Source: an optimization exercise on an open RTL-to-GDS flow (aim: small area and a short achievable clock period). Production flows keep margins and buffers that such runs may drop.
In this exercise RTL edits were held to simulation tests only and were not proved equivalent to the original.
No activity file was given, so power comes from the tool's default toggle rates.

Setup of run 1:
// conv_window_reader
module conv_window_reader #(
  parameter int MAX_OUTST = 4
) (
  input  logic               clk_i,
  input  logic               rst_i,
  input  logic               start_i,
  input  logic [31:0]        base_i,
  input  logic [31:0]        iw_i,
  input  logic [31:0]        ih_i,
  input  logic [31:0]        k_i,
  output logic               mem_req_o,
  output logic [31:0]        mem_addr_o,
  input  logic               mem_gnt_i,
  input  logic               mem_rvalid_i,
  output logic signed [31:0] loop_i_o,
  output logic signed [31:0] loop_j_o,
  output logic signed [31:0] loop_wi_o,
  output logic signed [31:0] loop_wj_o,
  output logic               out_valid_o,
  output logic               busy_o,
  output logic               done_o
);
For scale: about 980 cells after synthesis, ~150 flip-flops.
export LEC_CHECK = 0
export CAP_MARGIN = 20
export CORE_MARGIN = 2
export CORE_UTILIZATION = 90
export CTS_BUF_LIST = sky130_fd_sc_hd__clkbuf_8
export SLEW_MARGIN = 20
create_clock -name core_clock -period 17.0 [get_ports {clk_i}]
standard.sh (not shown) runs the stock make flow with config.mk's settings and CLKGATE_MAP_FILE= SYNTH_SCRIPT=/design/flow/synth_recipe.tcl, a recipe that flattens the netlist after the stock synthesis.
==> flow/flow/run.sh <==
#!/bin/bash
set -euo pipefail
bash standard.sh \
  "BUFFER_PORTS_ARGS=-buffer_cell sky130_fd_sc_hd__buf_1" \
  "SETUP_SLACK_MARGIN=${SETUP_MARGIN_NS:-9.8}" \
  finish > standard_flow.log 2>&1
In the summary table, run 1 is marked failed, with error GPL-0301 raised in 3_1_place_gp_skip_io.
Edits applied to the flow inputs when going from run 1 to run 2:
- a change of CORE_UTILIZATION from 90 to 80
Results
- Run 2 reached the final stage; the timing, design-rule and antenna checks on its layout passed.
- In run 2, row count is higher than in run 1.
- Against run 1, run 2 comes in 6.4 um higher on die width.
- Going from run 1 to run 2, gate count of the mapped netlist held, initial core utilization now sits lower, mux cell area share after synthesis roughly the same.
[inputs] run 3 vs run 2
- setting CTS_CLUSTER_DIAMETER to 150 for the first time
- setting CTS_CLUSTER_SIZE to 40 for the first time
==> comparison <==
Final-layout non-clock buffer area share delta (run 3 -> run 2): insignificant
Delta (run 3 minus run 2): detailed-route DRC error count shows no meaningful change; sequential power shows no meaningful change; post-cts resize count shows no meaningful change; xor and xnor area share after synthesis shows no meaningful change; leakage power shows no meaningful change.
From run 2 to run 3, total length of routed wires did not move at all.
Placeable core area across run 2 and run 3: no real change.
Diff run 2..run 3 | global-route usage | negligible
Sequential share of layout area: run 2 vs run 3 identical
> inputs changed (run 3 -> run 4)
- clearing CTS_CLUSTER_DIAMETER, which used to be 150
- clearing CTS_CLUSTER_SIZE, which used to be 40
-- flow/flow/run.sh --
<<< run 3, line 5
  "SETUP_SLACK_MARGIN=${SETUP_MARGIN_NS:-9.8}" \
>>> run 4, line 5
  "SETUP_SLACK_MARGIN=${SETUP_MARGIN_NS:-9.9}" \
  "SKIP_REPAIR_TIE_FANOUT=1" \
  "CTS_ARGS=-repair_clock_nets -buf_list sky130_fd_sc_hd__clkbuf_8" \
==> comparison <==
- Between run 3 and run 4, the clock skew figures differ only marginally.
- There was hardly any difference in via count of the routed design between run 3 and run 4.
- Compared with run 3, in run 4 power density over the cells now larger; net count reported at finish -42; post-route cell area moved down.
- Cell count is lower on run 4
- In terms of post-route fraction of the period consumed by the critical path, run 4 and run 3 differ only marginally.
- Delta (run 4 minus run 3): leakage power summed over all cells dropped 1.7%, fmax barely changed, number of global-route vias before repair climbed 181.
Relative to run 4, the following input files were edited for run 5:
==> flow/flow/run.sh <==
#!/bin/bash
set -euo pipefail
bash standard.sh \
  "BUFFER_PORTS_ARGS=-buffer_cell sky130_fd_sc_hd__buf_1" \
  "SETUP_SLACK_MARGIN=${SETUP_MARGIN_NS:-9.8}" \
  "SKIP_REPAIR_TIE_FANOUT=1" \
  "CTS_ARGS=-sink_clustering_enable -repair_clock_nets -root_buf sky130_fd_sc_hd__clkbuf_8 -buf_list {sky130_fd_sc_hd__clkbuf_4 sky130_fd_sc_hd__clkbuf_8}" \
  finish > standard_flow.log 2>&1
### Flow results
- Per the final summary, run 5 finished and its layout is clean on timing, DRC and antenna.
- Met1 track demand over resource: run 5 vs run 4 down 0.28 points
- Summary — combined global-route utilization of all metal layers, run 5 relative to run 4: lower, by 0.20 points.
- Run 5: final period demand of the worst path 0.058 ns above run 4
- The number of nets in the finished design on run 5 is in line with that on run 4.
- Diff run 4..run 5 | compound-cell area share of the yosys netlist | unchanged
- Changes observed in run 5 relative to run 4: placed standard-cell area about even; power fell about 1.2%.
--- input diff run 5..run 6 ---
==> flow/flow/run.sh <==
#!/bin/bash
set -euo pipefail
bash standard.sh \
  "BUFFER_PORTS_ARGS=-buffer_cell sky130_fd_sc_hd__buf_1" \
  "SETUP_SLACK_MARGIN=${SETUP_MARGIN_NS:-10.0}" \
  "SKIP_REPAIR_TIE_FANOUT=1" \
  "CTS_ARGS=-sink_clustering_enable -repair_clock_nets -buf_list sky130_fd_sc_hd__clkbuf_8 -sink_clustering_size 30 -sink_clustering_max_diameter 120 -sink_clustering_levels 1" \
  finish > standard_flow.log 2>&1
--- outcome ---
Combinational share of power delta for run 6 relative to run 5: 0.3 points higher. Of run 6 and run 5, the run reporting the higher design area was run 6. The sequential logic power on run 6 is in line with that on run 5. Comparing run 6 and run 5, the higher post-CTS setup-driven buffer insertion count is on run 6. Run 6 vs run 5 — final cell count rose about 0.5%. The first-pass GRT wire length number comes out lower for run 6 vs run 5.

==> afterwards: timing with drivers on the ports <==
The flow's constraints put no driver on any port. The routed layouts listed below were extracted and timed again, unchanged, in two steps. Step 1, drivers: a clkbuf_16 drives clk_i and a buf_2 each remaining input, both assumed. Step 2 also shifts input and output timing later by t, the mid clock arrival at the registers, as if the neighbouring blocks saw the same clock. a / b / c = ideal ports / drivers / drivers and shift; a / b = the first two.
| run | shift t [ns] | slack for setup (ns) | worst hold slack (ns) | clock arrival spread, ns |
|---|---|---|---|---|
| run 2 | 0.494 | 9.859 / 9.825 / 9.825 | 0.475 / 0.475 / 0.475 | 0.013 / 0.012 |
| run 3 | 0.494 | 9.859 / 9.825 / 9.825 | 0.475 / 0.475 / 0.475 | 0.013 / 0.012 |
| run 4 | 0.498 | 9.847 / 9.816 / 9.816 | 0.477 / 0.477 / 0.477 | 0.012 / 0.012 |
| run 5 | 0.505 | 9.789 / 9.767 / 9.767 | 0.480 / 0.480 / 0.480 | 0.012 / 0.012 |
| run 6 | 0.488 | 9.817 / 9.784 / 9.784 | 0.479 / 0.479 / 0.479 | 0.012 / 0.013 |
After both steps every run listed still meets setup and hold.
